Source: an optimization exercise on an open RTL-to-GDS flow (aim: small area, a short achievable clock period and few clock cycles). Production flows keep margins and buffers that such runs may drop. In this exercise RTL edits were held to simulation tests only and were not proved equivalent to the original. Power is estimated from default activity; no workload was simulated.

==> flow/design.v <==
package mapache64;
    localparam int FG_ROW_LEN = 8;
    typedef struct packed {
        logic [7:0] x;
        logic [7:0] y;
        logic [4:0] pmfa;
        logic       hflip;
        logic       vflip;
        logic [2:0] color;
        logic [5:0] rsvd;
    } obm_object_t;
    typedef struct packed {
        logic [1:0] lightness;
        logic [2:0] rgb;
    } pixel_t;
endpackage
module fg_line_buffer
#(
    parameter int N = 16
) (
    input  logic            clk,
    input  logic            rst_n,
    input  logic            start_i,
    input  logic [7:0]      start_y_i,
    input  logic            commit_i,
    input  logic [4:0]      commit_cnt_i,
    input  logic            xc_we_i,
    input  logic [3:0]      xc_slot_i,
    input  logic [7:0]      x_i,
    input  logic [2:0]      color_i,
    input  logic            l_we_i,
    input  logic [3:0]      l_slot_i,
    input  logic [15:0]     l_i,
    input  logic [7:0]      rd_x_i,
    input  logic [7:0]      rd_y_i,
    output logic            match_o,
    output logic [5*N/4-1:0] rd_grp_o
);
    logic [7:0]  ex_q [N];
    logic [2:0]  ec_q [N];
    logic [15:0] el_q [N];
    logic [4:0]  cnt_q;
    logic        tag_valid_q;
    logic [4:0]  leaf [N];
    logic [7:0]  tag_y_q;
    always_ff @(posedge clk or negedge rst_n) begin
        if (!rst_n) begin
            tag_valid_q <= 1'b0;
        end else if (start_i) begin
            tag_valid_q <= 1'b0;
        end else if (commit_i) begin
            tag_valid_q <= 1'b1;
        end
    end
    always_ff @(posedge clk) begin
        if (start_i) tag_y_q <= start_y_i;
        if (commit_i) cnt_q <= commit_cnt_i;
    end
    function automatic logic lt3(input logic [2:0] a, input logic [2:0] b);
        lt3 = (!a[2] && b[2]) || (a[2] == b[2] && ((!a[1] && b[1]) || (a[1] == b[1] && !a[0] && b[0])));
    endfunction
    function automatic logic [4:0] inc5(input logic [4:0] a);
        for (int i = 0; i < 5; i++) inc5[i] = a[i] ^ (&(a | ~((5'd1 << i) - 5'd1)));
    endfunction
    logic [7:0] rd_lo_oh;
    logic [4:0] rd_hi;
    for (genvar j = 0; j < 8; j++) begin : g_dec
        assign rd_lo_oh[j] = rd_x_i[2:0] == 3'(j);
    end
    assign rd_hi    = rd_x_i[7:3];
    for (genvar e = 0; e < N; e++) begin : g_ent
        logic       ge, in;
        logic [4:0] d, t;
        logic [1:0] lum;
        always_ff @(posedge clk) begin
            if (xc_we_i && xc_slot_i == 4'(e)) begin
                ex_q[e] <= x_i;
                ec_q[e] <= color_i;
            end
            if (l_we_i && l_slot_i == 4'(e)) el_q[e] <= l_i;
        end
        assign ge  = !lt3(rd_x_i[2:0], ex_q[e][2:0]);
        assign d   = rd_hi ^ ex_q[e][7:3];
        assign t   = ex_q[e][7:3] ^ inc5(ex_q[e][7:3]);
        assign in  = ge ? d == 5'd0 : d == t;
        always_comb begin
            lum = 2'd0;
            for (int j = 0; j < 8; j++) lum = lum | ({2{rd_lo_oh[j]}} & el_q[e][2*j +: 2]);
        end
        assign leaf[e] = {(in && cnt_q > 5'(e)) ? lum : 2'd0, ec_q[e]};
    end
    function automatic logic [4:0] first4(input logic [19:0] d);
        logic [4:0] r;
        r = d[19:15];
        if (d[14:13] != 2'd0) r = d[14:10];
        if (d[9:8] != 2'd0)   r = d[9:5];
        if (d[4:3] != 2'd0)   r = d[4:0];
        first4 = r;
    endfunction
    for (genvar q = 0; q < N/4; q++) begin : g_grp
        assign rd_grp_o[5*q +: 5] = first4({leaf[4*q+3], leaf[4*q+2], leaf[4*q+1], leaf[4*q]});
    end
    assign match_o = tag_valid_q && tag_y_q == rd_y_i;
endmodule
module foreground_line_engine
#(
    parameter int NUM_OBJECTS  = 64,
    parameter int MAX_PER_LINE = 16,
    localparam int OW = $clog2(NUM_OBJECTS),
    localparam int HW = $clog2(MAX_PER_LINE + 1),
    localparam int N  = MAX_PER_LINE
) (
    input  logic          gpu_clk,
    input  logic          rst_n,
    input  logic          prefetch_start_i,
    input  logic [7:0]    prefetch_y_i,
    output logic          busy_o,
    output logic          done_o,
    output logic          miss_o,
    output logic          overflow_o,
    output logic [OW-1:0] obm_addr_o,
    input  mapache64::obm_object_t   obm_object_i,
    output logic [7:0]    pmf_addr_o,
    input  logic [15:0]   pmf_line_i,
    input  logic [7:0]    display_x_i,
    input  logic [7:0]    display_y_i,
    output mapache64::pixel_t        pixel_o,
    output logic          valid_o
);
    localparam bit EARLY_STOP = 1'b1;
    logic           busy_q, scan_q, drain_q, done_q, miss_q, ovf_q, overflow_q;
    logic           rr_q, victim_q;
    logic [OW-1:0]  idx_q;
    logic [HW-1:0]  hcnt_q;
    logic [7:0]     y_q, pmf_addr_q, dy;
    logic [4:0]     y_hi_m1;
    logic           hit1_q, hit2_q, hflip1_q, hflip2_q;
    logic [3:0]     slot1_q, slot2_q;
    logic [2:0]     xlo1_q, xlo2_q;
    logic           accept, on_line, full, new_hit, drop, last, stop, unused_rsvd;
    logic [15:0]    lrot;
    assign accept      = prefetch_start_i && !busy_q;
    assign dy          = y_q - obm_object_i.y;
    assign y_hi_m1     = y_q[7:3] - 5'd1;
    assign on_line     = obm_object_i.y[7:3] == y_q[7:3] ? obm_object_i.y[2:0] <= y_q[2:0]
                       : obm_object_i.y[7:3] == y_hi_m1 && obm_object_i.y[2:0] > y_q[2:0];
    assign full        = hcnt_q == HW'(MAX_PER_LINE);
    assign new_hit     = scan_q && on_line && !full;
    assign drop        = scan_q && on_line && full;
    assign last        = idx_q == '0;
    assign stop        = last || (EARLY_STOP && drop);
    assign unused_rsvd = ^obm_object_i.rsvd;
    always_ff @(posedge gpu_clk or negedge rst_n) begin
        if (!rst_n) begin
            busy_q     <= 1'b0;
            scan_q     <= 1'b0;
            drain_q    <= 1'b0;
            done_q     <= 1'b0;
            miss_q     <= 1'b0;
            overflow_q <= 1'b0;
            rr_q       <= 1'b0;
            idx_q      <= '0;
            hit1_q     <= 1'b0;
            hit2_q     <= 1'b0;
        end else begin
            miss_q  <= prefetch_start_i && busy_q;
            drain_q <= 1'b0;
            done_q  <= 1'b0;
            hit1_q  <= new_hit;
            hit2_q  <= hit1_q;
            if (accept) begin
                busy_q <= 1'b1;
                scan_q <= 1'b1;
                rr_q   <= !rr_q;
                idx_q  <= OW'(1);
            end
            if (scan_q) begin
                if (stop) begin
                    scan_q  <= 1'b0;
                    idx_q   <= '0;
                    drain_q <= new_hit;
                    done_q  <= !new_hit;
                end else begin
                    idx_q <= idx_q + 1'b1;
                end
            end
            if (drain_q) done_q <= 1'b1;
            if (done_q) begin
                busy_q     <= 1'b0;
                overflow_q <= ovf_q;
            end
        end
    end
    always_ff @(posedge gpu_clk) begin
        if (accept) begin
            y_q      <= prefetch_y_i;
            victim_q <= rr_q;
            hcnt_q   <= '0;
            ovf_q    <= 1'b0;
        end
        if (new_hit) hcnt_q <= hcnt_q + 1'b1;
        if (drop) ovf_q <= 1'b1;
        pmf_addr_q <= {obm_object_i.pmfa, dy[2:0] ^ {3{obm_object_i.vflip}}};
        slot1_q    <= hcnt_q[3:0];
        xlo1_q     <= obm_object_i.x[2:0];
        hflip1_q   <= obm_object_i.hflip;
        slot2_q    <= slot1_q;
        xlo2_q     <= xlo1_q;
        hflip2_q   <= hflip1_q;
    end
    always_comb begin
        for (int j = 0; j < 8; j++) begin
            logic [2:0] c;
            c = 3'(j) - xlo2_q;
            c = c ^ {3{hflip2_q}};
            lrot[2*j +: 2] = pmf_line_i[14 - 2*c +: 2];
        end
    end
    logic [1:0]        match;
    logic [5*N/2-1:0]  rd_grp;
    mapache64::pixel_t pixel_q;
    for (genvar g = 0; g < 2; g++) begin : g_buf
        fg_line_buffer #(.N(N)) u_buf (
            .clk         (gpu_clk),
            .rst_n       (rst_n),
            .start_i     (accept && rr_q == 1'(g)),
            .start_y_i   (prefetch_y_i),
            .commit_i    (done_q && victim_q == 1'(g)),
            .commit_cnt_i(hcnt_q),
            .xc_we_i     (scan_q && !full && victim_q == 1'(g)),
            .xc_slot_i   (hcnt_q[3:0]),
            .x_i         (obm_object_i.x),
            .color_i     (obm_object_i.color),
            .l_we_i      (hit2_q && victim_q == 1'(g)),
            .l_slot_i    (slot2_q),
            .l_i         (lrot),
            .rd_x_i      (display_x_i),
            .rd_y_i      (display_y_i),
            .match_o     (match[g]),
            .rd_grp_o    (rd_grp[5*N/4*g +: 5*N/4])
        );
    end
    logic                rd_a_q;
    logic [5*N/2-1:0]    rd_grp_q;
    logic [4:0]          rd_pix_a, rd_pix_b;
    always_ff @(posedge gpu_clk or negedge rst_n) begin
        if (!rst_n) begin
            rd_a_q   <= 1'b0;
            rd_grp_q <= '0;
        end else begin
            rd_a_q   <= match[0];
            rd_grp_q <= {match[1] ? rd_grp[5*N/2-1:5*N/4] : '0, rd_grp[5*N/4-1:0]};
        end
    end
    always_comb begin
        rd_pix_a = '0;
        rd_pix_b = '0;
        for (int q = N/4 - 1; q >= 0; q--) begin
            if (rd_grp_q[5*q+3 +: 2] != 2'd0)       rd_pix_a = rd_grp_q[5*q +: 5];
            if (rd_grp_q[5*N/4+5*q+3 +: 2] != 2'd0) rd_pix_b = rd_grp_q[5*N/4+5*q +: 5];
        end
    end
    assign pixel_q = rd_a_q ? rd_pix_a : rd_pix_b;
    assign busy_o     = busy_q;
    assign done_o     = done_q;
    assign miss_o     = miss_q;
    assign overflow_o = overflow_q;
    assign obm_addr_o = idx_q;
    assign pmf_addr_o = pmf_addr_q;
    assign pixel_o    = pixel_q;
    assign valid_o    = pixel_q.lightness != 2'd0;
endmodule
==> flow/flow/run.sh <==
#!/bin/bash
set -euo pipefail
bash standard.sh SETUP_SLACK_MARGIN=7 finish > standard_flow.log 2>&1
==> flow/standard.sh <==
#!/bin/bash
# synth_recipe.tcl (not shown) runs the flow's synth.tcl, then flattens the netlist and writes it again
# the make line also repeats each setting of config.mk as NAME=value (left out here)
make -C /OpenROAD-flow-scripts/flow DESIGN_CONFIG=/design/flow/config.mk WORK_HOME=/design/flow/orfs CLKGATE_MAP_FILE= SYNTH_SCRIPT=/design/flow/synth_recipe.tcl "${@:-finish}"
==> flow/config.mk <==
export PLATFORM = sky130hd
export DESIGN_NAME = foreground_line_engine
export DESIGN_NICKNAME = foreground_line_engine
export VERILOG_FILES = /design/flow/design.v
export SDC_FILE = /design/flow/constraint.sdc
export NUM_CORES = 4
export LEC_CHECK = 0
export CAP_MARGIN = 20
export CORE_MARGIN = 2
export CORE_UTILIZATION = 60
export CTS_CLUSTER_DIAMETER = 100
export CTS_CLUSTER_SIZE = 30
export SLEW_MARGIN = 20
==> flow/constraint.sdc <==
create_clock -name core_clock -period 10.0 [get_ports {gpu_clk}]
set_input_delay 2.0000 -clock core_clock [delete_from_list [all_inputs] [get_ports {gpu_clk}]]
set_output_delay 2.0000 -clock core_clock [all_outputs]
set_load 0.01 [all_outputs]
==> summary.txt, run 1 <==
Clock network
  • Clock slew at reported path FFs: 0.11 ns
  • CTS tree: yes
  • CTS H-tree lvls: 2
  • Maximum clock insertion buffer count: 3
  • Worst-skew pair later-pin latency: ~0.64 ns
  • Root buf cell: clkbuf_16
  • TritonCTS Sinks: about 990
  • CTS Buf Count: 40

Synth
  • Distinct cells, synth: between 90 and 100
  • Post-synth EDFFs: 904
  • Syn Area/Cell: 15.27 sq um
  • Async SR Flop Fraction: 5.876%
  • Syn Nets: 3073
  • Gate Count Post-Synth: 2857
  • Cell Area, Synth: 43630 sq um
  • Sequential-to-total area share from yosys stat: 66.69%
  • Most used DFF post-synth: edfxtp_1
  • Number of synthesized register bits: 987
  • YS warnings: 6

Timing
  • FMAX: 223.4 MHz
  • Setup WS post-layout: ~5.5 ns
  • Final Hold Viols: 0
  • Relative slew slack: between 20% and 30%
  • Post-layout min period: 4.475 ns
  • Fin crit share: between 40% and 50%
  • Unrepaired setup endpoints after global routing: yes
  • Hold_ws: 0.3385 ns
  • Setup_tns: 0 ns
  • Final setup viols: 0
  • Slew @ Worst Pin: approximately 1.1 ns
  • Fin. max-slew vios: 0
  • Worst-case clock skew: about 0.033 ns

Worst setup path
  • Critical Path RT: 8.00 ns
  • Worst setup SP type: flop
  • Arr. time, crit path: 2.48 ns
  • Crit path from: rd_grp_q[33]
  • Max FO, Critical Path: 3
  • Setup crit end kind: primary output
  • Class of the most critical setup path: flop to primary output
  • Reg2Reg Launch Point: g_buf[1].u_buf.ex_q[14][3]

Layout
  • Most frequent cells in the layout: edfxtp_1, xor2_1, buf_4
  • Most common cell after layout, fill and taps aside: edfxtp_1
  • Nets@finish: between 3k and 4k
  • Filler Cell Count: 4447
  • Share of cells above drive strength 1: 27.20%
  • Layout area overhead: 20.02%

Detailed routing
  • DRC viols: 0
  • Vias per inst: about 6.7
  • Final wirelength: 129.3 mm
  • Via Count: 27.62k
  • Wirelength per Cell: ~31 microns
  • DRT Pass-1 Iters: 5
  • Post-route ant nets: 0
  • Iter 0 DRT Violations: around 3k

Placement
  • I/O Buffers: 92
  • DP HPWL: 69.30 mm
  • RePlAce Congestion: 0.8375
  • Post-Place Setup Slack: roughly 4.1 ns

Global routing
  • Largest net degree at the start of global routing: 59
  • Number of global-route vias before repair: 27.41k
  • Initial antenna violation count: 2
  • First-pass GRT wire length: about 180 mm
  • All-Layer GR Usage: around 34%
  • GRT overflow: 0

Floorplanning
  • Die ar.: 74890 sq um
  • Die Height: 273.7 microns
  • Core footprint: 71730 sq um
  • Initial Util: 60.83%
  • Die span in x: 273.7 microns
  • I/O pins: 99
  • Row count: 98

Worst hold path
  • Worst hold path startpoint: hflip1_q
  • Worst hold path type: flop to flop

Pwr
  • Power per cell area: 162.1 nW/um^2
  • Peak supply drop: 0.1821 mV
  • Leakage: 18.20 nW
  • Total power draw: 8.488 mW

Run
  • # Max-Cap Violations: 0

Outcome
  • Status: timing/DRC/antenna clean
==> where the power goes <==
group	internal [mW]	switching (mW)	leakage [nW]
sequential	4.74	0.101	9.10
combinational	0.587	0.978	8.50
clock	0.822	1.26	0.597
==> worst max-delay path, cell delays in order, from the launching register on <==
cell      delay (ns)
dfrtp_2         0.46
or2_4           0.28
nor2_4          0.11
a22oi_1         0.09
a211oi_2        0.32
a211oi_2        0.10
a21oi_4         0.31
buf_6           0.16
==> flip-flops by register name, summed over array words and instances (netlist names), 2 cells and up <==
signal and cells:
xlo1_q 3, g_buf.u_buf.el_q 512, g_buf.u_buf.tag_valid_q 2, g_buf.u_buf.tag_y_q 16
idx_q 6, g_buf.u_buf.ex_q 256, g_buf.u_buf.ec_q 96, rd_grp_q 40
xlo2_q 3, g_buf.u_buf.cnt_q 10, hcnt_q 5, slot2_q 4
pmf_addr_q 8, slot1_q 4, y_q 8
==> timing repair <==
| item | 4_1_cts | 5_1_grt |
|---|---|---|
| hold buffers | 0 | 0 |
| endpoints found under the hold margin | 0 | 0 |
| setup endpoints to repair | 615 | 610 |
| pin swaps | 132 | 110 |
| buffers inserted | 146 | 19 |
| resized for setup | 571 | 102 |
| cloned | 30 | 2 |
==> synthesized netlist by cell type, types with 8 or more instances <==
| master | instances | share of area (%) |
|---|---|---|
| nor2b_1 | 20 | 0.29 |
| nor2_1 | 146 | 1.3 |
| a31oi_1 | 16 | 0.23 |
| clkbuf_1 | 30 | 0.26 |
| nor3_1 | 45 | 0.52 |
| and2_1 | 24 | 0.34 |
| a32oi_1 | 10 | 0.20 |
| nand2_1 | 115 | 0.99 |
| o21a_1 | 8 | 0.14 |
| mux4_2 | 34 | 1.8 |
| nor4_1 | 29 | 0.42 |
| and3_1 | 10 | 0.14 |
| a21oi_1 | 86 | 0.99 |
| or2_2 | 10 | 0.14 |
| o21ai_1 | 13 | 0.15 |
| buf_4 | 20 | 0.34 |
| buf_6 | 15 | 0.39 |
| edfxtp_1 | 904 | 62 |
| inv_1 | 39 | 0.34 |
| ha_1 | 140 | 4.0 |
| a211oi_1 | 11 | 0.19 |
| nand4_1 | 18 | 0.26 |
| nor3b_1 | 12 | 0.21 |
| a21o_1 | 17 | 0.29 |
| a221oi_1 | 84 | 1.7 |
| dfrtp_1 | 58 | 3.3 |
| xor2_1 | 172 | 3.5 |
| o221ai_1 | 9 | 0.18 |
| dfxtp_1 | 25 | 1.1 |
| mux2i_1 | 81 | 1.9 |
| o21ai_0 | 41 | 0.47 |
| nand3_1 | 58 | 0.67 |
| nand2b_1 | 24 | 0.34 |
| o211ai_1 | 10 | 0.17 |
| xnor2_1 | 141 | 2.8 |
| a32o_1 | 10 | 0.23 |
| a22oi_1 | 49 | 0.84 |
| buf_2 | 42 | 0.48 |
| a31o_2 | 26 | 0.52 |
| mux2_2 | 91 | 2.3 |
| o22ai_1 | 25 | 0.36 |
==> layer usage <==
| layer | routed length, microns | vias up | GRT usage (%) |
|---|---|---|---|
| li1 | - | 11640 | - |
| met1 | 51050 | 14260 | 49.24 |
| met2 | 61140 | 1468 | 54.61 |
| met3 | 12380 | 254 | 5.026 |
| met4 | 4679 | 2 | 12.25 |
| met5 | 67 | - | 0 |
==> through the flow <==
step | util (%) | std cells | cell area, sq um
after global routing | 73.00 | 4115 | 52370
after CTS | 71.87 | 4094 | 51550
after floorplan | - | 2857 | 44150
final | 73.01 | 4116 | 52370
after detailed placement | 64.08 | 3844 | 45960
after global placement | 64.04 | 3842 | 45930
==> worst paths after layout <==
check / slack (ns) / to / depth (start not counted)
hold / removal: 0.34 / hflip2_q / 0
setup / recovery: 5.52 / pixel_o[0] / 7
setup reg to reg: 7.04 / rd_grp_q[35] / 10
hold reg to reg: 0.34 / hflip2_q / 0
min in group asynchronous: 1.52 / idx_q[2] / 2
max in group asynchronous: 7.84 / rd_grp_q[6] / 2
==> kinds of logic after synthesis <==
group / synth area share, %
buf+inv: 1.884
xor+xnor: 6.684
compound gates: 8.345
flops: 66.69
fa+ha+maj: 4.061
mux: 5.962
simple gates: 6.375
==> layout make-up <==
cell class              count  area (sq um)  area share, %
diodes                      1         2.502       0.004778
clock buffers              65          1147          2.191
clock inverters             9         85.08         0.1625
inverters                  42         246.5         0.4707
multi-input cells        1724         16550          31.60
flip-flops and latches    987         29100          55.58
well taps                 950          1189          2.270
repair buffers            332          3935          7.514
repair inverters            6         112.6         0.2150
Testbench counts, summed over its fixed seeds: cycles 12,278.
==> run 2, diff against run 1 <==
--- a/flow/design.v
+++ b/flow/design.v
@@ -33,6 +33,7 @@
     input  logic [15:0]     l_i,
     input  logic [7:0]      rd_x_i,
     input  logic [7:0]      rd_y_i,
+    output logic [7:0]      tag_y_o,
     output logic            match_o,
     output logic [5*N/4-1:0] rd_grp_o
 );
@@ -100,6 +101,7 @@
     for (genvar q = 0; q < N/4; q++) begin : g_grp
         assign rd_grp_o[5*q +: 5] = first4({leaf[4*q+3], leaf[4*q+2], leaf[4*q+1], leaf[4*q]});
     end
+    assign tag_y_o = tag_y_q;
     assign match_o = tag_valid_q && tag_y_q == rd_y_i;
 endmodule
 module foreground_line_engine
@@ -132,7 +134,7 @@
     logic           rr_q, victim_q;
     logic [OW-1:0]  idx_q;
     logic [HW-1:0]  hcnt_q;
-    logic [7:0]     y_q, pmf_addr_q, dy;
+    logic [7:0]     line_y, pmf_addr_q, dy;
     logic [4:0]     y_hi_m1;
     logic           hit1_q, hit2_q, hflip1_q, hflip2_q;
     logic [3:0]     slot1_q, slot2_q;
@@ -140,10 +142,11 @@
     logic           accept, on_line, full, new_hit, drop, last, stop, unused_rsvd;
     logic [15:0]    lrot;
     assign accept      = prefetch_start_i && !busy_q;
-    assign dy          = y_q - obm_object_i.y;
-    assign y_hi_m1     = y_q[7:3] - 5'd1;
-    assign on_line     = obm_object_i.y[7:3] == y_q[7:3] ? obm_object_i.y[2:0] <= y_q[2:0]
-                       : obm_object_i.y[7:3] == y_hi_m1 && obm_object_i.y[2:0] > y_q[2:0];
+    assign line_y      = victim_q ? tag_y[15:8] : tag_y[7:0];   
+    assign dy          = line_y - obm_object_i.y;
+    assign y_hi_m1     = line_y[7:3] - 5'd1;
+    assign on_line     = obm_object_i.y[7:3] == line_y[7:3] ? obm_object_i.y[2:0] <= line_y[2:0]
+                       : obm_object_i.y[7:3] == y_hi_m1 && obm_object_i.y[2:0] > line_y[2:0];
     assign full        = hcnt_q == HW'(MAX_PER_LINE);
     assign new_hit     = scan_q && on_line && !full;
     assign drop        = scan_q && on_line && full;
@@ -193,7 +196,6 @@
     end
     always_ff @(posedge gpu_clk) begin
         if (accept) begin
-            y_q      <= prefetch_y_i;
             victim_q <= rr_q;
             hcnt_q   <= '0;
             ovf_q    <= 1'b0;
@@ -208,15 +210,18 @@
         xlo2_q     <= xlo1_q;
         hflip2_q   <= hflip1_q;
     end
+    logic [15:0] lflip;
     always_comb begin
-        for (int j = 0; j < 8; j++) begin
-            logic [2:0] c;
-            c = 3'(j) - xlo2_q;
-            c = c ^ {3{hflip2_q}};
-            lrot[2*j +: 2] = pmf_line_i[14 - 2*c +: 2];
-        end
+        for (int k = 0; k < 8; k++) begin
+            lflip[2*k +: 2] = pmf_line_i[14 - 2*(hflip2_q ? 7 - k : k) +: 2];
+        end
+        lrot = lflip;
+        if (xlo2_q[0]) lrot = {lrot[13:0], lrot[15:14]};
+        if (xlo2_q[1]) lrot = {lrot[11:0], lrot[15:12]};
+        if (xlo2_q[2]) lrot = {lrot[7:0], lrot[15:8]};
     end
     logic [1:0]        match;
+    logic [15:0]       tag_y;
     logic [5*N/2-1:0]  rd_grp;
     mapache64::pixel_t pixel_q;
     for (genvar g = 0; g < 2; g++) begin : g_buf
@@ -236,31 +241,31 @@
             .l_i         (lrot),
             .rd_x_i      (display_x_i),
             .rd_y_i      (display_y_i),
+            .tag_y_o     (tag_y[8*g +: 8]),
             .match_o     (match[g]),
             .rd_grp_o    (rd_grp[5*N/4*g +: 5*N/4])
         );
     end
-    logic                rd_a_q;
-    logic [5*N/2-1:0]    rd_grp_q;
-    logic [4:0]          rd_pix_a, rd_pix_b;
+    logic [5*N/4-1:0] rd_grp_sel;
+    logic [2*N/4-1:0] rd_lum_q;
+    logic [3*N/4-1:0] rd_rgb_q;
+    for (genvar q = 0; q < N/4; q++) begin : g_rd
+        assign rd_grp_sel[5*q +: 5] = match[0] ? rd_grp[5*q +: 5]
+                                    : match[1] ? rd_grp[5*N/4+5*q +: 5] : 5'd0;
+    end
     always_ff @(posedge gpu_clk or negedge rst_n) begin
-        if (!rst_n) begin
-            rd_a_q   <= 1'b0;
-            rd_grp_q <= '0;
-        end else begin
-            rd_a_q   <= match[0];
-            rd_grp_q <= {match[1] ? rd_grp[5*N/2-1:5*N/4] : '0, rd_grp[5*N/4-1:0]};
-        end
+        if (!rst_n) rd_lum_q <= '0;
+        else for (int q = 0; q < N/4; q++) rd_lum_q[2*q +: 2] <= rd_grp_sel[5*q+3 +: 2];
+    end
+    always_ff @(posedge gpu_clk) begin
+        for (int q = 0; q < N/4; q++) rd_rgb_q[3*q +: 3] <= rd_grp_sel[5*q +: 3];
     end
     always_comb begin
-        rd_pix_a = '0;
-        rd_pix_b = '0;
+        pixel_q = '0;
         for (int q = N/4 - 1; q >= 0; q--) begin
-            if (rd_grp_q[5*q+3 +: 2] != 2'd0)       rd_pix_a = rd_grp_q[5*q +: 5];
-            if (rd_grp_q[5*N/4+5*q+3 +: 2] != 2'd0) rd_pix_b = rd_grp_q[5*N/4+5*q +: 5];
-        end
-    end
-    assign pixel_q = rd_a_q ? rd_pix_a : rd_pix_b;
+            if (rd_lum_q[2*q +: 2] != 2'd0) pixel_q = {rd_lum_q[2*q +: 2], rd_rgb_q[3*q +: 3]};
+        end
+    end
     assign busy_o     = busy_q;
     assign done_o     = done_q;
     assign miss_o     = miss_q;
@@ -268,5 +273,5 @@
     assign obm_addr_o = idx_q;
     assign pmf_addr_o = pmf_addr_q;
     assign pixel_o    = pixel_q;
-    assign valid_o    = pixel_q.lightness != 2'd0;
+    assign valid_o    = |rd_lum_q;
 endmodule
==> flow/run.sh (new file) <==
#!/bin/bash
# synth_recipe.tcl (not shown) runs the flow's synth.tcl, then flattens the netlist and writes it again
# the make line also repeats each setting of config.mk as NAME=value (left out here)
make -C /OpenROAD-flow-scripts/flow DESIGN_CONFIG=/design/flow/config.mk WORK_HOME=/design/flow/orfs CLKGATE_MAP_FILE= SYNTH_SCRIPT=/design/flow/synth_recipe.tcl finish
--- a/flow/config.mk
+++ b/flow/config.mk
@@ -10,4 +10,6 @@
 export CORE_UTILIZATION = 60
 export CTS_CLUSTER_DIAMETER = 100
 export CTS_CLUSTER_SIZE = 30
+export PLACE_DENSITY = 0.85
+export SETUP_SLACK_MARGIN = 5
 export SLEW_MARGIN = 20
removed: flow/flow/run.sh
removed: flow/standard.sh
==> run 2 against run 1 <==
  * Worst hold slack better by 0.0033 ns
  * Critical path type is now primary input to flop
  * Sequential share of layout area up 5.7 points
  * Die area is 2.0% lower
  * Synthesized cell count is 2.3% lower
  * First-iteration DRC count up 13%
  * Sequential power down 4%
  * Highest routed layer is now met4
  * Clock power is 8% lower
  * Clock skew decreased by 0.0081 ns
  * Setup slack worse by 0.49 ns
  * Global-route usage shrank 5.6 points
==> summary.txt, run 2 <==
Worst hold path
  • Worst hold path type: flop to flop

Timing
  • FMAX: 201.3 MHz
  • Unrepaired setup endpoints after global routing: yes
  • Final Hold Viols: 0
  • Worst-case clock skew: 0.02457 ns
  • Fin crit share: around half
  • Final setup viols: 0
  • Post-layout min period: 4.967 ns
  • Setup_tns: 0 ns
  • Relative slew slack: 24.72%
  • Fin. max-slew vios: 0
  • Slew @ Worst Pin: 1.129 ns

Layout
  • Share of cells above drive strength 1: 11.07%
  • Most common cell after layout, fill and taps aside: edfxtp_1
  • Largest Register: g_buf.u_buf.el_q
  • Most frequent cells in the layout: edfxtp_1, xor2_1, nand2_1
  • Layout Cells excl Fill: 3831
  • Largest register FFs: just over 500
  • ANT cells: 0
  • Nets@finish: 3076
  • Layout area overhead: 7.894%
  • Post-Route Utilization: 65.66%
  • Biggest regs: g_buf.u_buf.el_q x512, g_buf.u_buf.ex_q x256, g_buf.u_buf.ec_q x96

Worst setup path
  • Slowest stage cell, crit path: a21oi_1
  • CP cell instances: buf_6 -> inv_2 -> buf_8 -> ha_1 -> o21a_1 -> nand4bb_1 -> a21oi_1 -> o21ai_0 -> and3_1 -> a222oi_1 -> o221ai_1
  • Worst setup SP type: primary input
  • Critical Path RT: 10.49 ns
  • Max FO, Critical Path: 43
  • CP max stage delay: between 0.6 and 0.7 ns
  • Class of the most critical setup path: primary input to flop
  • Setup crit end kind: flop
  • Arr. time, crit path: between 5 and 6 ns

Floorplanning
  • Initial Util: 60.86%
  • Die span in x: 271.0 microns
  • Core footprint: 70270 sq um
  • I/O pins: 99
  • Die ar.: between 70000 and 80000 sq um
  • Die Height: 271.0 microns
  • Row count: 97

Placement
  • RePlAce Congestion: 0.9093
  • I/O Buffers: 92
  • DP HPWL: roughly 66 mm
  • Post-Place Cells: 3761

Synth
  • Cell Area, Synth: 42760 sq um
  • Syn Area/Cell: 15.32 sq um
  • Sequential-to-total area share from yosys stat: around two thirds
  • Synth top area share: 62.92%
  • Most frequent cell after synthesis: edfxtp_1
  • Synth top area cells: edfxtp_1, ha_1, xor2_1, mux4_2, xnor2_1
  • Gate Count Post-Synth: roughly 2.8k
  • Post-synth EDFFs: 896
  • Most frequent cells after synthesis: edfxtp_1, xor2_1, nand2_1, ha_1, xnor2_1
  • Post-synth top area cell: edfxtp_1
  • Most used DFF post-synth: edfxtp_1
  • YS warnings: 6
  • Async SR Flop Fraction: 2.610%
  • Distinct cells, synth: between 80 and 90
  • Syn Nets: 3005
  • Number of synthesized register bits: about 960

Global routing
  • Initial antenna violation count: 0
  • All-Layer GR Usage: 28.82%
  • Largest net degree at the start of global routing: between 50 and 60
  • GRT overflow: 0
  • Number of global-route vias before repair: approximately 27k
  • First-pass GRT wire length: around 160 mm

Pwr
  • Leakage: between 15 and 20 nW
  • Peak supply drop: 0.1388 mV
  • Power per cell area: 162.2 nW/um^2

Detailed routing
  • Vias per inst: 6.789
  • Iter 0 DRT Violations: 3481
  • Final wirelength: 107.1 mm
  • DRT Pass-1 Iters: 5
  • Wirelength per Cell: approximately 28 microns
  • DRC viols: 0
  • Post-route ant nets: 0
  • Via Count: 26.01k

Clock network
  • Clock slew at reported path FFs: between 0.1 and 0.15 ns
  • Hold buffer count at CTS: 0
  • TritonCTS Sinks: roughly 960
  • Maximum clock insertion buffer count: 3
  • CTS tree: yes
  • Worst-skew pair later-pin latency: 0.62 ns
  • CTS Buf Count: 37
  • CTS H-tree lvls: 2
  • Root buf cell: clkbuf_16

Run
  • # Max-Cap Violations: 0

Outcome
  • Status: timing/DRC/antenna clean
-- run 2: cell count changes after synthesis, sizes merged, moves of 14 or more --
cell    delta
dfrtp     -33
nand3     -15
mux4      +29
a21oi     -48
clkbuf    +21
nand2     +25
nor2      -35
xnor2     -14
and3b     +17
mux2      -15
a31o      -18
a22oi     -17
o21ai     +27
-- run 2: stage by stage --
stage / instance area (sq um) / hold slack (ns) / power [mW] / worst slack (ns)
CTS: 46020 / 0.3426 / 7.458 / 5.019
global route: 46140 / 0.3497 / 7.669 / 4.993
finish: 46140 / 0.3419 / 7.483 / 5.033
floorplan: 42800 / 0.3096 / 5.217 / 5.029
global placement: 44840 / 0.3152 / 5.584 / 4.019
detailed placement: 44880 / 0.3157 / 5.634 / 3.934
-- run 2: final timing paths --
kind / startpoint / to / slack [ns] / cells after the start
worst max-delay path: display_x_i[2] / rd_rgb_q[2] / 5.03 / 11
worst min-delay path: hflip1_q / hflip2_q / 0.34 / 0
worst max register to register: victim_q / hcnt_q[3] / 6.60 / 10
worst min register to register: hflip1_q / hflip2_q / 0.34 / 0
max in group asynchronous: rst_n / rd_lum_q[6] / 7.94 / 2
min in group asynchronous: rst_n / overflow_q / 1.76 / 2
-- run 2: kinds of logic after synthesis --
family / Yosys count / share of synthesized area [%]
adders and majority gates: 139 / 4.084
AOI/OAI and AO/OA: 453 / 7.844
buffers and inverters: 161 / 1.679
muxes: 225 / 7.332
and+or+nand+nor: 539 / 6.478
DFF: 958 / 66.11
xor gates and xnor gates: 316 / 6.472
-- run 2: power by group --
| part | total (mW) | internal (mW) | switching, mW |
|---|---|---|---|
| clock | 1.91 | 0.757 | 1.15 |
| combinational | 0.932 | 0.308 | 0.624 |
| sequential | 4.64 | 4.55 | 0.0974 |
-- run 2: critical path: cells and delay by family --
kind	cells	cell delay (ns)
adders and majority gates	1	0.34
AOI/OAI and AO/OA	5	1.56
and+or+nand+nor	2	0.48
buffers and inverters	3	1.02
-- run 2: metal layers --
| metal | wire length, microns | track usage [%] | vias up |
|---|---|---|---|
| met3 | 12030 | 5.334 | 358 |
| met4 | 6439 | 15.35 | 0 |
| met1 | 37180 | 36.70 | 12890 |
| li1 | - | - | 11040 |
| met2 | 51440 | 47.29 | 1720 |
| met5 | 0 | 0 | - |
-- run 2: final cells by class --
type	count	area, sq um
Fill cell	4515	24130
Clock buffer	67	1091
Timing Repair Buffer	154	1384
Inverter	39	148.9
Clock inverter	1	8.758
Tap cell	940	1176
Multi-Input combinational cell	1672	14060
Sequential cell	958	28270
-- run 2: what timing repair did --
item                       in CTS  in global routing
pin swaps                       0                  0
setup endpoints to repair      17                 19
buffers inserted                0                  0
resized for setup              10                 17
gates cloned                    0                  0
Testbench counts of run 2, summed over its fixed seeds: cycles 12,278.
==> run 3, diff against run 2 <==
--- a/flow/config.mk
+++ b/flow/config.mk
@@ -10,6 +10,5 @@
 export CORE_UTILIZATION = 60
 export CTS_CLUSTER_DIAMETER = 100
 export CTS_CLUSTER_SIZE = 30
-export PLACE_DENSITY = 0.85
 export SETUP_SLACK_MARGIN = 5
 export SLEW_MARGIN = 20
==> run 3 against run 2 <==
  * Cell count is 0.10% higher
  * Highest routed layer unchanged
  * Synthesized cell count did not move
  * Register-to-register slack worse by 0.15 ns
  * Die area unchanged
  * Critical path depth down 1
  * Setup slack improved by 0.025 ns
  * Clock power increased by 4%
  * Critical endpoint is now rd_rgb_q[3]
  * Area after synthesis is the same
==> summary.txt, run 3 <==
Detailed routing
  • Post-route ant nets: 0
  • DRC viols: 0
  • DRT Pass-1 Iters: 6
  • Vias per inst: 6.596
  • Wirelength per Cell: 28.52 microns
  • Iter 0 DRT Violations: 2632
  • Final wirelength: 109.4 mm
  • Via Count: 25.30k

Floorplanning
  • Die span in x: 271.0 microns
  • Core footprint: 70270 sq um
  • Initial Util: 60.86%
  • I/O pins: a little under 100
  • Die Height: 271.0 microns
  • Die ar.: between 70000 and 80000 sq um
  • Row count: between 90 and 100

Timing
  • Unrepaired setup endpoints after global routing: yes
  • FMAX: 202.3 MHz
  • Worst-case clock skew: 0.02539 ns
  • Setup WS post-layout: 5.058 ns
  • Final Hold Viols: 0
  • Fin. max-slew vios: 0
  • Final setup viols: 0
  • Hold_ws: ~0.34 ns
  • Relative slew slack: between 20% and 30%
  • Setup_tns: 0 ns
  • Slew @ Worst Pin: 1.085 ns
  • Fin crit share: 49.42%
  • Post-layout min period: 4.942 ns

Clock network
  • Root buf cell: clkbuf_16
  • Hold buffer count at CTS: 0
  • TritonCTS Sinks: 958
  • CTS tree: yes
  • Maximum clock insertion buffer count: 3
  • CTS H-tree lvls: 2
  • Worst-skew pair later-pin latency: 0.62 ns
  • CTS Buf Count: 39
  • Clock slew at reported path FFs: between 0.1 and 0.15 ns

Synth
  • Distinct cells, synth: a little under 90
  • Post-Synth Adder-Cell Area: 4.084%
  • Most frequent cells after synthesis: edfxtp_1, xor2_1, nand2_1, ha_1, xnor2_1
  • Most frequent cell after synthesis: edfxtp_1
  • Syn Nets: roughly 3.0k
  • Number of synthesized register bits: about 960
  • Multiplexer share of the synthesized area: 7.332%
  • Most used DFF post-synth: edfxtp_1
  • Cell Area, Synth: between 40000 and 50000 sq um
  • Sequential-to-total area share from yosys stat: roughly two thirds
  • Syn Area/Cell: around 15 sq um
  • Synth top area cells: edfxtp_1, ha_1, xor2_1, mux4_2, xnor2_1
  • Post-synth top area cell: edfxtp_1
  • YS warnings: 6
  • Post-synth EDFFs: 896
  • Area fraction in compound gates after synthesis: 7.844%
  • Synth top area share: 62.92%
  • Largest family of logic cells by synthesized area: compound AO/OA/AOI/OAI gates
  • Simple-Gate Fraction of Synth Area: under 10%
  • Synth Area in XOR/XNOR: under 10%
  • Gate Count Post-Synth: roughly 2.8k
  • Async SR Flop Fraction: 2.610%

Placement
  • Post-Place Cells: 3762
  • I/O Buffers: 92
  • Post-Place Setup Slack: 3.950 ns
  • DP HPWL: roughly 68 mm
  • RePlAce Congestion: roughly 0.85
  • Placed Area: 44900 sq um

Worst setup path
  • Arr. time, crit path: 5.45 ns
  • Critical Path RT: 10.51 ns
  • Setup crit end kind: flop
  • Worst setup SP type: primary input
  • Class of the most critical setup path: primary input to flop
  • Max FO, Critical Path: 78

Global routing
  • First-pass GRT wire length: 161.5 mm
  • Number of global-route vias before repair: ~26k
  • All-Layer GR Usage: 29.87%
  • Initial antenna violation count: 1
  • Largest net degree at the start of global routing: 78
  • GRT overflow: 0

Pwr
  • Internal: 5.652 mW
  • Part of the power in registers: between 60% and 70%
  • Leakage: 15.42 nW
  • Power per cell area: 163.8 nW/um^2
  • Sw Pwr: approximately 1.9 mW
  • Clock power frac: a little over a quarter
  • Total power draw: between 7 and 8 mW
  • Peak supply drop: 0.1348 mV
  • Comb power frac: 12.4%
  • Switching Fraction: approximately 25%

Layout
  • Biggest regs: g_buf.u_buf.el_q x512, g_buf.u_buf.ex_q x256, g_buf.u_buf.ec_q x96
  • Most frequent cells in the layout: edfxtp_1, xor2_1, nand2_1
  • Most common cell after layout, fill and taps aside: edfxtp_1
  • Final instance area: 46230 sq um
  • Largest Register: g_buf.u_buf.el_q
  • Layout area overhead: 8.099%
  • Share of cells above drive strength 1: 11.40%
  • Nets@finish: roughly 3.1k
  • Layout Cells excl Fill: 3835
  • Post-Route Utilization: 65.79%
  • Largest register FFs: 512

Run
  • # Max-Cap Violations: 0

Worst hold path
  • Worst hold path type: flop to flop

Outcome
  • Status: timing/DRC/antenna clean
-- run 3: cell counts after synthesis --
No cell type changed its count.
-- run 3: cell families after synthesis --
family	count (synthesis)
DFF	958
and+or+nand+nor	539
AOI/OAI and AO/OA	453
xor gates and xnor gates	316
muxes	225
buffers and inverters	161
adders and majority gates	139
-- run 3: layout make-up --
type                       instances  area [sq um]
sequential                       958         28270
fill                            4949         24040
multi-input combinational       1673         14070
timing repair buffer             153          1368
tap                              940          1176
clock buffer                      62          1115
inverter                          39         151.4
clock inverter                     9         77.57
antenna                            1         2.502
-- run 3: path summary, 6_finish.rpt --
check	end	slack, ns	cells after the start	startpoint
worst max-delay path	rd_rgb_q[3]	5.06	10	display_x_i[0]
worst min-delay path	hflip2_q	0.34	0	hflip1_q
worst max register to register	hcnt_q[2]	6.45	10	victim_q
worst min register to register	hflip2_q	0.34	0	hflip1_q
max in group asynchronous	rd_lum_q[7]	7.96	2	rst_n
min in group asynchronous	busy_q	1.74	2	rst_n
-- run 3: power by group through the flow --
stage / sequential [mW] / clock, mW / combinational [mW]
floorplan: 4.68 / 0 / 0.535
global placement: 4.73 / 0 / 0.901
detailed placement: 4.73 / 0 / 0.928
CTS: 4.64 / 2.03 / 0.932
global route: 4.65 / 2.16 / 1.01
finish: 4.64 / 1.99 / 0.939
-- run 3: worst max-delay path, stage by stage --
cell	delay, ns
buf_4	0.41
buf_12	0.36
nor2_1	0.26
buf_4	0.31
a221o_1	0.38
a221oi_1	0.60
a21oi_1	0.18
and2_1	0.24
a22o_1	0.24
a221o_1	0.26
-- run 3: what timing repair did --
action,4_1_cts,5_1_grt
setup buffers,0,0
pin swaps,0,1
gates resized for setup,7,19
cloned,0,1
setup endpoints to repair,19,19
-- run 3: routing by layer --
layer	global-route usage (%)	vias up	wire length (microns)
met3	4.065	156	8445
met1	42.36	12980	45120
met4	8.665	0	3269
met2	48.78	1103	52560
met5	0	-	0
li1	-	11050	-
==> run 4, diff against run 3 <==
--- a/flow/config.mk
+++ b/flow/config.mk
@@ -5,10 +5,12 @@
 export SDC_FILE = /design/flow/constraint.sdc
 export NUM_CORES = 4
 export LEC_CHECK = 0
+export ABC_AREA = 1
 export CAP_MARGIN = 20
 export CORE_MARGIN = 2
 export CORE_UTILIZATION = 60
 export CTS_CLUSTER_DIAMETER = 100
-export CTS_CLUSTER_SIZE = 30
+export CTS_CLUSTER_SIZE = 25
+export PLACE_DENSITY = 0.75
 export SETUP_SLACK_MARGIN = 5
 export SLEW_MARGIN = 20
==> run 4 against run 3 <==
  * Still clean
  * Global-route usage decreased by 1.1 points
  * Cell area increased by 1.4%
  * Setup slack improved by 0.19 ns
  * Maximum frequency increased by 4.0%
  * Die area increased by 1.7%
  * Cell count increased by 27%
  * Worst hold slack got worse by 0.0039 ns
  * Routed wire length decreased by 2.5%
  * Total power increased by 0.55%
  * Synthesized cell count increased by 36%
  * Sequential share of layout area decreased by 0.86 points
  * Largest cell class unchanged
==> summary.txt, run 4 <==
Global routing
  • GRT overflow: 0
  • All-Layer GR Usage: around 29%
  • Largest net degree at the start of global routing: 63
  • First-pass GRT wire length: 159.9 mm
  • Number of global-route vias before repair: roughly 27k
  • Initial antenna violation count: 0

Worst hold path
  • Worst hold path type: flop to flop
  • Hold Crit Depth: 0

Synth
  • Sequential-to-total area share from yosys stat: 64.96%
  • Most frequent cells after synthesis: nand2_1, edfxtp_1, nor2_1, inv_1, nand3_1
  • YS warnings: 6
  • Synth top area cells: edfxtp_1, nand2_1, ha_1, xnor2_1, nand3_1
  • Number of synthesized register bits: around 960
  • Distinct cells, synth: 60
  • Gate Count Post-Synth: 3800
  • Synth top area share: between 60 and 70%
  • Async SR Flop Fraction: 2.610%
  • Syn Area/Cell: 11.45 sq um
  • Post-synth top area cell: edfxtp_1
  • Cell Area, Synth: 43520 sq um
  • Most used DFF post-synth: edfxtp_1
  • Post-synth EDFFs: 896
  • Most frequent cell after synthesis: nand2_1
  • Syn Nets: 4014

Clock network
  • Maximum clock insertion buffer count: 3
  • TritonCTS Sinks: 958
  • Root buf cell: clkbuf_16
  • Clock slew at reported path FFs: 0.10 ns
  • CTS Buf Count: 44
  • Post-CTS Setup Bufs: 0
  • CTS H-tree lvls: 2
  • CTS tree: yes
  • Worst-skew pair later-pin latency: about 0.64 ns

Detailed routing
  • Vias per inst: 5.782
  • Via Count: 28.21k
  • Iter 0 DRT Violations: 3118
  • Wirelength per Cell: 21.87 microns
  • Post-route ant nets: 0
  • DRC viols: 0
  • Final wirelength: 106.7 mm
  • DRT Pass-1 Iters: 7

Worst setup path
  • Class of the most critical setup path: primary input to flop
  • CP dominant cell by count: inv_1
  • Critical Path RT: between 10 and 15 ns
  • Worst setup SP type: primary input
  • R2R depth: 9
  • Critical Path End: rd_lum_q[7]
  • Setup crit end kind: flop
  • Reg-to-Reg End: g_buf[1].u_buf.ex_q[2][6]
  • Slowest stage cell, crit path: nor2_2
  • Worst reg2reg setup slack: around 6.6 ns
  • Reg2Reg Launch Point: hcnt_q[0]
  • Arr. time, crit path: 5.27 ns
  • CP cell instances: clkdlybuf4s50_1 -> inv_1 -> nand2_1 -> o21ai_0 -> a221oi_1 -> nand3_1 -> nor2_2 -> inv_1 -> nand2_2 -> inv_1 -> nand3_1 -> nand2_1
  • Crit path from: display_y_i[1]
  • Max FO, Critical Path: 14
  • CP max stage delay: 0.62 ns

Layout
  • ANT cells: 0
  • Largest Register: g_buf.u_buf.el_q
  • Layout area overhead: 7.742%
  • Most frequent cells in the layout: nand2_1, edfxtp_1, nor2_1
  • Share of cells above drive strength 1: 6.110%
  • Nets@finish: 4106
  • Most common cell after layout, fill and taps aside: nand2_1
  • Layout Cells excl Fill: 4878
  • Multi-input gate area: 13720 sq um
  • Biggest regs: g_buf.u_buf.el_q x512, g_buf.u_buf.ex_q x256, g_buf.u_buf.ec_q x96
  • Largest register FFs: 512
  • Filler Cell Count: 5321
  • Post-Route Utilization: 65.48%
  • Sequential cell area: 28270 sq um
  • Final instance area: 46890 sq um

Floorplanning
  • Die ar.: between 70000 and 80000 sq um
  • Initial Util: 60.77%
  • Die Height: 273.3 microns
  • Row count: 98
  • Die span in x: between 200 and 300 microns
  • Core footprint: 71610 sq um
  • I/O pins: 99

Timing
  • Final Hold Viols: 0
  • FMAX: 210.5 MHz
  • Post-layout min period: 4.751 ns
  • Unrepaired setup endpoints after global routing: no
  • Worst-case clock skew: 0.02666 ns
  • Setup_tns: 0 ns
  • Final setup viols: 0
  • Fin crit share: 47.51%
  • Fin. max-slew vios: 0
  • Slew @ Worst Pin: 1.172 ns
  • Relative slew slack: 21.15%

Pwr
  • Power per cell area: 162.4 nW/um^2
  • Peak supply drop: 0.1283 mV
  • Leakage: 17.83 nW

Placement
  • Placed Area: 45480 sq um
  • I/O Buffers: 92
  • DP HPWL: 65.52 mm
  • RePlAce Congestion: 0.9225
  • Post-Place Cells: 4796

Outcome
  • Status: timing/DRC/antenna clean

Run
  • # Max-Cap Violations: 0
[run 4: changes by cell type in the layout (fill, tap and decap cells not counted), sizes merged, moves of 76 or more]
cell   before   now
nor2      114   329
nand2     140  1033
nand3      43   256
mux2i      86     0
mux2       76     0
inv        44   262
[run 4: cell families (layout without fill, tap and decap cells)]
group	after synthesis	after routing	share of synthesized area [%]
XOR/XNOR	272	272	5.526
adder cells (fa/ha/maj)	139	139	4.014
AND/OR/NAND/NOR	1743	1743	16.75
flip-flops	958	958	64.96
buffers and inverters	370	498	3.973
AO/OA/AOI/OAI	318	318	4.775
[run 4: how the worst min path moves through the flow]
stage | startpoint | end | slack, ns
final | xlo1_q[2] | xlo2_q[2] | 0.33
after global routing | xlo1_q[2] | xlo2_q[2] | 0.34
after CTS | xlo1_q[2] | xlo2_q[2] | 0.33
after detailed placement | xlo1_q[2] | xlo2_q[2] | 0.31
after global placement | slot1_q[2] | slot2_q[2] | 0.31
after floorplan | hflip1_q | hflip2_q | 0.31
[run 4: per-stage QoR]
stage               worst slack (ns)  hold WS, ns  power (mW)
finish                         5.249       0.3326       7.615
global route                   5.110       0.3381       7.863
CTS                            5.039       0.3305       7.618
detailed placement             3.792       0.3120       5.615
global placement               3.870       0.3117       5.591
floorplan                      5.798       0.3096       5.210
[run 4: power by group]
part,leakage [nW],switching [mW],internal [mW]
sequential,8.69,0.0707,4.52
clock,0.625,1.21,0.870
combinational,8.51,0.664,0.288
total,17.8,1.94,5.68
[run 4: critical path: cells and delay by family]
family | cells | cell delay, ns
and+or+nand+nor | 6 | 1.58
buffers and inverters | 4 | 1.36
AOI/OAI and AO/OA | 2 | 0.30
[run 4: layout make-up]
class / instances / area share, %
Inverter: 267 / 2.260
Timing Repair Buffer: 149 / 2.858
Tap cell: 950 / 2.535
Clock buffer: 77 / 2.658
Sequential cell: 958 / 60.30
Clock inverter: 5 / 0.1281
Multi-Input combinational cell: 2472 / 29.26
[run 4: per-layer routing]
| metal | vias up | wire [microns] | GRT usage (%) |
|---|---|---|---|
| met5 | - | 0 | 0 |
| met2 | 1366 | 49680 | 46.24 |
| met4 | 0 | 3894 | 10.22 |
| met1 | 13460 | 42560 | 40.62 |
| li1 | 13210 | - | - |
| met3 | 171 | 10530 | 3.965 |
[run 4: what timing repair did]
action,4_1_cts,5_1_grt
setup endpoints to repair,20,18
hold buffers,0,0
pin swaps,0,0
resized for setup,16,8
==> run 5, diff against run 4 <==
--- a/flow/config.mk
+++ b/flow/config.mk
@@ -8,9 +8,8 @@
 export ABC_AREA = 1
 export CAP_MARGIN = 20
 export CORE_MARGIN = 2
-export CORE_UTILIZATION = 60
+export CORE_UTILIZATION = 70
 export CTS_CLUSTER_DIAMETER = 100
-export CTS_CLUSTER_SIZE = 25
-export PLACE_DENSITY = 0.75
+export CTS_CLUSTER_SIZE = 30
 export SETUP_SLACK_MARGIN = 5
 export SLEW_MARGIN = 20
==> run 5 against run 4 <==
  * Highest routed layer is now met5
  * Largest power group unchanged
  * Clock power down 7%
  * Core utilization increased by 10 points
  * Clock skew shrank 0.0078 ns
  * First-iteration DRC count rose by 3.3%
  * Maximum frequency down 2.9%
  * Critical endpoint is now rd_lum_q[5]
  * Worst hold slack improved by 0.0052 ns
  * Synthesized cell count is the same
  * Register-to-register slack worse by 0.04 ns
  * Sequential power about the same
  * Still clean
  * Sequential share of layout area grew 0.46 points
  * Cell area is 0.76% lower
==> summary.txt, run 5 <==
Outcome
  • Status: timing/DRC/antenna clean

Layout
  • Nets@finish: 4088
  • Layout area overhead: 6.926%
  • Largest register FFs: ~510
  • Biggest regs: g_buf.u_buf.el_q x512, g_buf.u_buf.ex_q x256, g_buf.u_buf.ec_q x96
  • Share of cells above drive strength 1: 5.893%
  • Largest Register: g_buf.u_buf.el_q
  • Most common cell after layout, fill and taps aside: nand2_1
  • Most frequent cells in the layout: nand2_1, edfxtp_1, nor2_1

Synth
  • Post-synth top area cell: edfxtp_1
  • Gate Count Post-Synth: 3800
  • Most used DFF post-synth: edfxtp_1
  • Most frequent cells after synthesis: nand2_1, edfxtp_1, nor2_1, inv_1, nand3_1
  • Post-synth EDFFs: 896
  • Syn Nets: between 4k and 5k
  • YS warnings: 6
  • Syn Area/Cell: 11.45 sq um
  • Synth top area share: around three fifths
  • Async SR Flop Fraction: 2.610%
  • Synth top area cells: edfxtp_1, nand2_1, ha_1, xnor2_1, nand3_1
  • Cell Area, Synth: approximately 44000 sq um
  • Number of synthesized register bits: approximately 960
  • Most frequent cell after synthesis: nand2_1
  • Distinct cells, synth: 60
  • Sequential-to-total area share from yosys stat: between 60% and 70%

Detailed routing
  • DRC viols: 0
  • Iter 0 DRT Violations: 3221
  • Via Count: 28.98k
  • Vias per inst: between 6 and 7
  • Final wirelength: between 100 and 150 mm
  • DRT Pass-1 Iters: 6
  • Post-route ant nets: 0
  • Wirelength per Cell: 23.01 microns

Clock network
  • Maximum clock insertion buffer count: 3
  • CTS Buf Count: 38
  • CTS tree: yes
  • TritonCTS Sinks: 958
  • Worst-skew pair later-pin latency: ~0.62 ns
  • Clock slew at reported path FFs: 0.11 ns
  • CTS H-tree lvls: 2
  • Root buf cell: clkbuf_16

Floorplanning
  • Core footprint: 61600 sq um
  • Initial Util: 70.65%
  • Row count: 91
  • Die span in x: between 200 and 300 microns
  • I/O pins: 99
  • Die Height: 253.3 microns
  • Die ar.: 64180 sq um

Placement
  • RePlAce Congestion: 0.9728
  • DP HPWL: 68.62 mm
  • I/O Buffers: 92

Timing
  • Slew @ Worst Pin: 1.172 ns
  • Hold_ws: 0.3378 ns
  • FMAX: around 200 MHz
  • Fin. max-slew vios: 0
  • Post-layout min period: between 4 and 5 ns
  • Setup_tns: 0 ns
  • Worst-case clock skew: 0.01883 ns
  • Unrepaired setup endpoints after global routing: no
  • Relative slew slack: 21.70%
  • Final setup viols: 0
  • Fin crit share: 48.95%
  • Final Hold Viols: 0

Worst hold path
  • Worst hold path type: flop to flop

Global routing
  • Largest net degree at the start of global routing: 52
  • All-Layer GR Usage: between 30 and 40%
  • Number of global-route vias before repair: 27.86k
  • First-pass GRT wire length: approximately 160 mm
  • Initial antenna violation count: 2
  • GRT overflow: 0

Worst setup path
  • Setup crit end kind: flop
  • Class of the most critical setup path: primary input to flop
  • Arr. time, crit path: 5.44 ns
  • Critical Path RT: 10.54 ns
  • Worst setup SP type: primary input
  • Max FO, Critical Path: 39

Pwr
  • Peak supply drop: 0.1758 mV
  • Leakage: 17.67 nW
  • Power per cell area: 161.3 nW/um^2

Run
  • # Max-Cap Violations: 0
run 5: layout make-up:
| type | count | area, sq um |
|---|---|---|
| Clock inverter | 3 | 45.04 |
| Inverter | 267 | 1090 |
| Clock buffer | 66 | 1099 |
| Multi-Input combinational cell | 2472 | 13730 |
| Timing Repair Buffer | 137 | 1244 |
| Tap cell | 837 | 1047 |
| Sequential cell | 958 | 28270 |
| Antenna cell | 1 | 2.502 |
| Fill cell | 3953 | 15060 |
run 5: repair_timing:
| item | 4_1_cts | 5_1_grt |
|---|---|---|
| hold buffers | 0 | 0 |
| resized for setup | 20 | 9 |
| endpoints found under the setup margin | 20 | 14 |
| buffers inserted | 0 | 0 |
run 5: cell families (layout without fill, tap and decap cells):
group,after synthesis,after routing,synth area share [%]
flops,958,958,64.96
buf+inv,370,473,3.973
xor+xnor,272,272,5.526
simple gates,1743,1743,16.75
other cells,0,1,0
fa+ha+maj,139,139,4.014
compound gates,318,318,4.775
run 5: critical path, stage by stage:
cell,delay (ns)
clkdlybuf4s15_1,0.60
bufinv_16,0.32
nand2_2,0.14
clkinv_2,0.40
buf_6,0.40
nand2_1,0.13
nand3_1,0.07
a21oi_1,0.12
nand4_1,0.32
nand3_1,0.25
nand2_1,0.16
inv_2,0.12
nand2_1,0.07
nand2_1,0.06
nand2_1,0.05
nand2_1,0.14
run 5: worst paths after layout:
check | slack, ns | end | startpoint | depth (start not counted)
worst max-delay path | 5.11 | rd_lum_q[5] | display_x_i[2] | 16
worst min-delay path | 0.34 | hflip2_q | hflip1_q | 0
worst max register to register | 6.54 | rd_lum_q[5] | g_buf[0].u_buf.tag_y_q[7] | 9
worst min register to register | 0.34 | hflip2_q | hflip1_q | 0
max in group asynchronous | 7.97 | scan_q | rst_n | 2
min in group asynchronous | 1.75 | rd_lum_q[0] | rst_n | 2
run 5: per-stage QoR:
step / setup slack [ns] / instance area [sq um] / power [mW] / cells / utilization [%]
3_5_place_dp: 3.669 / 45230 / 5.621 / 4670 / 73.44
2_1_floorplan: 5.798 / 43520 / 5.210 / 3800 / -
4_1_cts: 5.011 / 46450 / 7.481 / 4739 / 75.41
6_report: 5.105 / 46530 / 7.505 / 4741 / 75.54
5_1_grt: 5.033 / 46530 / 7.718 / 4740 / 75.54
3_3_place_gp: 3.726 / 45180 / 5.577 / 4667 / 73.35
run 5: routing by layer:
layer	share of wire (%)	track usage, %	vias to the layer above
met5	0.015	0	-
met4	4.0	13.25	2
met3	9.9	5.376	289
met2	48	56.90	1594
met1	38	45.56	13920
li1	-	-	13180
run 5: report_power, final:
group / total [mW] / switching, mW / internal, mW
logic: 0.972 / 0.683 / 0.289
clock network: 1.94 / 1.17 / 0.774
registers: 4.59 / 0.0710 / 4.52
==> run 6, diff against run 5 <==
--- a/flow/config.mk
+++ b/flow/config.mk
@@ -8,8 +8,9 @@
 export ABC_AREA = 1
 export CAP_MARGIN = 20
 export CORE_MARGIN = 2
-export CORE_UTILIZATION = 70
+export CORE_UTILIZATION = 60
 export CTS_CLUSTER_DIAMETER = 100
 export CTS_CLUSTER_SIZE = 30
+export PLACE_DENSITY = 0.7
 export SETUP_SLACK_MARGIN = 5
 export SLEW_MARGIN = 20
==> run 6 against run 5 <==
  * Total power up 0.30%
  * Worst hold slack worse by 0.014 ns
  * Area after synthesis unchanged
  * Setup slack better by 0.088 ns
==> summary.txt, run 6 <==
Outcome
  • Status: timing/DRC/antenna clean

Synth
  • Most used DFF post-synth: edfxtp_1
  • Synth top area cells: edfxtp_1, nand2_1, ha_1, xnor2_1, nand3_1
  • Synth top area share: roughly three fifths
  • Syn Area/Cell: 11.45 sq um
  • Gate Count Post-Synth: 3800
  • Most frequent cell after synthesis: nand2_1
  • Most frequent cells after synthesis: nand2_1, edfxtp_1, nor2_1, inv_1, nand3_1
  • Post-synth EDFFs: 896
  • Distinct cells, synth: 60
  • Post-synth top area cell: edfxtp_1
  • Number of synthesized register bits: 958
  • YS warnings: 6
  • Sequential-to-total area share from yosys stat: 64.96%
  • Cell Area, Synth: between 40000 and 50000 sq um
  • Syn Nets: 4014
  • Async SR Flop Fraction: 2.610%

Worst setup path
  • CP cell instances: clkdlybuf4s15_1 -> nor2_4 -> nand2_4 -> clkinv_2 -> buf_4 -> nand2_1 -> nand3_1 -> nor2_1 -> nand2_1 -> o211ai_2 -> inv_2 -> a21oi_1 -> nand2_1 -> nand2_1 -> nand2_1
  • Worst setup SP type: primary input
  • CP max stage delay: roughly 0.58 ns
  • Class of the most critical setup path: primary input to flop
  • CP dominant cell by count: nand2_1
  • Critical Path RT: 10.51 ns
  • Slowest stage cell, crit path: clkdlybuf4s15_1
  • Arr. time, crit path: 5.32 ns
  • R2R depth: 9
  • Max FO, Critical Path: 38
  • Reg2Reg Launch Point: hcnt_q[0]
  • Crit path from: display_x_i[0]
  • Reg-to-Reg End: g_buf[0].u_buf.ex_q[14][5]
  • Setup crit end kind: flop
  • Worst reg2reg setup slack: roughly 6.6 ns

Pwr
  • Switching Fraction: roughly a quarter
  • Sw Pwr: slightly below 2 mW
  • Total power draw: ~7.5 mW
  • Power per cell area: between 150 and 200 nW/um^2
  • Internal: 5.597 mW
  • Part of the power in registers: between 60% and 70%
  • Peak supply drop: 0.1440 mV
  • Leakage: 17.78 nW
  • Clock power frac: 26.3%
  • Comb power frac: 12.8%

Timing
  • Fin. max-slew vios: 0
  • Setup_tns: 0 ns
  • Final Hold Viols: 0
  • Final setup viols: 0
  • Relative slew slack: around a quarter
  • Fin crit share: 48.07%
  • Post-layout min period: about 4.8 ns
  • Slew @ Worst Pin: 1.133 ns
  • FMAX: 208.0 MHz
  • Unrepaired setup endpoints after global routing: no
  • Hold_ws: 0.3240 ns
  • Worst-case clock skew: 0.03873 ns

Detailed routing
  • Via Count: 28.28k
  • Wirelength per Cell: 22.40 microns
  • DRT Pass-1 Iters: 5
  • Final wirelength: 109.2 mm
  • Vias per inst: 5.802
  • DRC viols: 0
  • Iter 0 DRT Violations: 3077
  • Post-route ant nets: 0

Global routing
  • Largest net degree at the start of global routing: 55
  • All-Layer GR Usage: 29.41%
  • M2 GR Usage: ~47%
  • Met1 Use GR: ~42%
  • GR Util met3: 3.658%
  • Number of global-route vias before repair: 26.46k
  • GR peak layer: met2
  • Initial antenna violation count: 1
  • GRT overflow: 0
  • First-pass GRT wire length: 162.1 mm

Clock network
  • CTS H-tree lvls: 2
  • CTS tree: yes
  • Clock slew at reported path FFs: between 0.1 and 0.15 ns
  • CTS Buf Count: 38
  • Post-CTS Setup Bufs: 0
  • TritonCTS Sinks: 958
  • Hold buffer count at CTS: 0
  • Worst-skew pair later-pin latency: about 0.64 ns
  • Maximum clock insertion buffer count: 3
  • Root buf cell: clkbuf_16

Floorplanning
  • Die span in x: ~270 microns
  • Core footprint: 71610 sq um
  • Die Height: ~270 microns
  • Initial Util: 60.77%
  • Die ar.: 74700 sq um
  • I/O pins: 99
  • Row count: 98

Layout
  • Most common cell after layout, fill and taps aside: nand2_1
  • Largest register FFs: a little over 500
  • Biggest regs: g_buf.u_buf.el_q x512, g_buf.u_buf.ex_q x256, g_buf.u_buf.ec_q x96
  • Layout Cells excl Fill: around 4.9k
  • Nets@finish: a little over 4k
  • Layout area overhead: 7.495%
  • Final instance area: about 47000 sq um
  • Most frequent cells in the layout: nand2_1, edfxtp_1, nor2_1
  • Largest Register: g_buf.u_buf.el_q
  • Share of cells above drive strength 1: under 10%

Placement
  • DP HPWL: approximately 66 mm
  • Post-Place Cells: 4801
  • RePlAce Congestion: 0.8751
  • I/O Buffers: 92
  • Placed Area: between 40000 and 50000 sq um

Worst hold path
  • Endpoint, Worst Hold: xlo2_q[2]
  • Worst hold path type: flop to flop
  • Worst hold path startpoint: xlo1_q[2]
  • Hold Crit Depth: 0

Run
  • # Max-Cap Violations: 0
-- run 6: cell counts after synthesis --
Identical to the previous run, type by type.
-- run 6: worst max path at each step --
| stage | slack, ns | end | cells past startpoint |
|---|---|---|---|
| floorplan | 5.80 | g_buf[0].u_buf.el_q[0][3] | 8 |
| global placement | 3.87 | rd_rgb_q[9] | 16 |
| detailed placement | 3.81 | rd_rgb_q[10] | 13 |
| CTS | 5.03 | rd_rgb_q[10] | 13 |
| global route | 5.02 | rd_rgb_q[6] | 16 |
| finish | 5.19 | rd_rgb_q[10] | 15 |
-- run 6: final cells by class --
type,instances,area [sq um]
diodes,1,2.502
clock buffers,64,1121
clock inverters,6,62.56
fillers,5405,24830
inverters,267,1036
multi-input cells,2472,13720
flip-flops and latches,958,28270
well taps,950,1189
repair buffers,156,1379
-- run 6: cell families (layout without fill, tap and decap cells) --
kind of cell,Yosys count,in the layout,share of synthesized area (%)
AND/OR/NAND/NOR,1743,1743,16.75
AO/OA/AOI/OAI,318,318,4.775
XOR/XNOR,272,272,5.526
flip-flops,958,958,64.96
adder cells (fa/ha/maj),139,139,4.014
other,0,1,0
buffers and inverters,370,493,3.973
-- run 6: routing by layer --
metal	routed length [microns]	up-vias
met1	45170	13630
li1	-	13210
met4	3978	0
met3	9904	175
met5	0	-
met2	50110	1260
-- run 6: power groups by stage --
stage / Sequential [mW] / Combinational (mW) / Clock (mW)
finish: 4.59 / 0.964 / 1.98
global route: 4.60 / 1.05 / 2.13
CTS: 4.58 / 0.960 / 2.00
detailed placement: 4.67 / 0.955 / 0
global placement: 4.67 / 0.937 / 0
floorplan: 4.66 / 0.548 / 0
-- run 6: worst max-delay path, delay by kind of cell --
family,cells,cell delay [ns]
buffers and inverters,4,1.59
AND/OR/NAND/NOR,9,1.25
AO/OA/AOI/OAI,2,0.47
-- run 6: metrics by stage --
stage	worst slack [ns]	util, %
3_3_place_gp	3.872	63.55
2_1_floorplan	5.798	-
3_5_place_dp	3.810	63.58
6_report	5.193	65.33
5_1_grt	5.018	65.33
4_1_cts	5.026	65.29
-- run 6: repair_timing --
| action | CTS | global route |
|---|---|---|
| endpoints found under the hold margin | 0 | 0 |
| setup endpoints to repair | 20 | 16 |
| resized for setup | 16 | 6 |

-- port drivers added, routing unchanged --
The results above use ideal ports. As a check the final layouts listed here were re-extracted and re-timed, cells and wires unchanged. Step 1: set_driving_cell puts a clkbuf_16 on gpu_clk and a buf_2 on each other input, an assumption about the parent block. Step 2 also shifts input and output timing later by t, the mid clock arrival at the registers, as if the neighbouring blocks saw the same clock. a / b / c = ideal / step 1 / step 2; a / b = the first two.
run	t (ns)	setup WS [ns]	latest minus earliest clock arrival (ns)	worst slew at a driven data input, ns
run 1	0.695	5.525 / 5.456 / 5.200	0.035 / 0.035	0.21
run 2	0.676	5.033 / 5.058 / 4.382	0.026 / 0.026	0.06
run 3	0.678	5.058 / 5.092 / 4.414	0.026 / 0.026	0.05
run 4	0.698	5.249 / 5.277 / 4.580	0.031 / 0.031	0.06
run 5	0.672	5.105 / 5.128 / 4.456	0.023 / 0.024	0.05
run 6	0.686	5.193 / 5.231 / 4.545	0.041 / 0.042	0.05
After both steps every run listed still meets setup and hold. The setup slack of run 4, which loses most, moves by +0.028 ns with the drivers and by -0.669 ns with both steps.
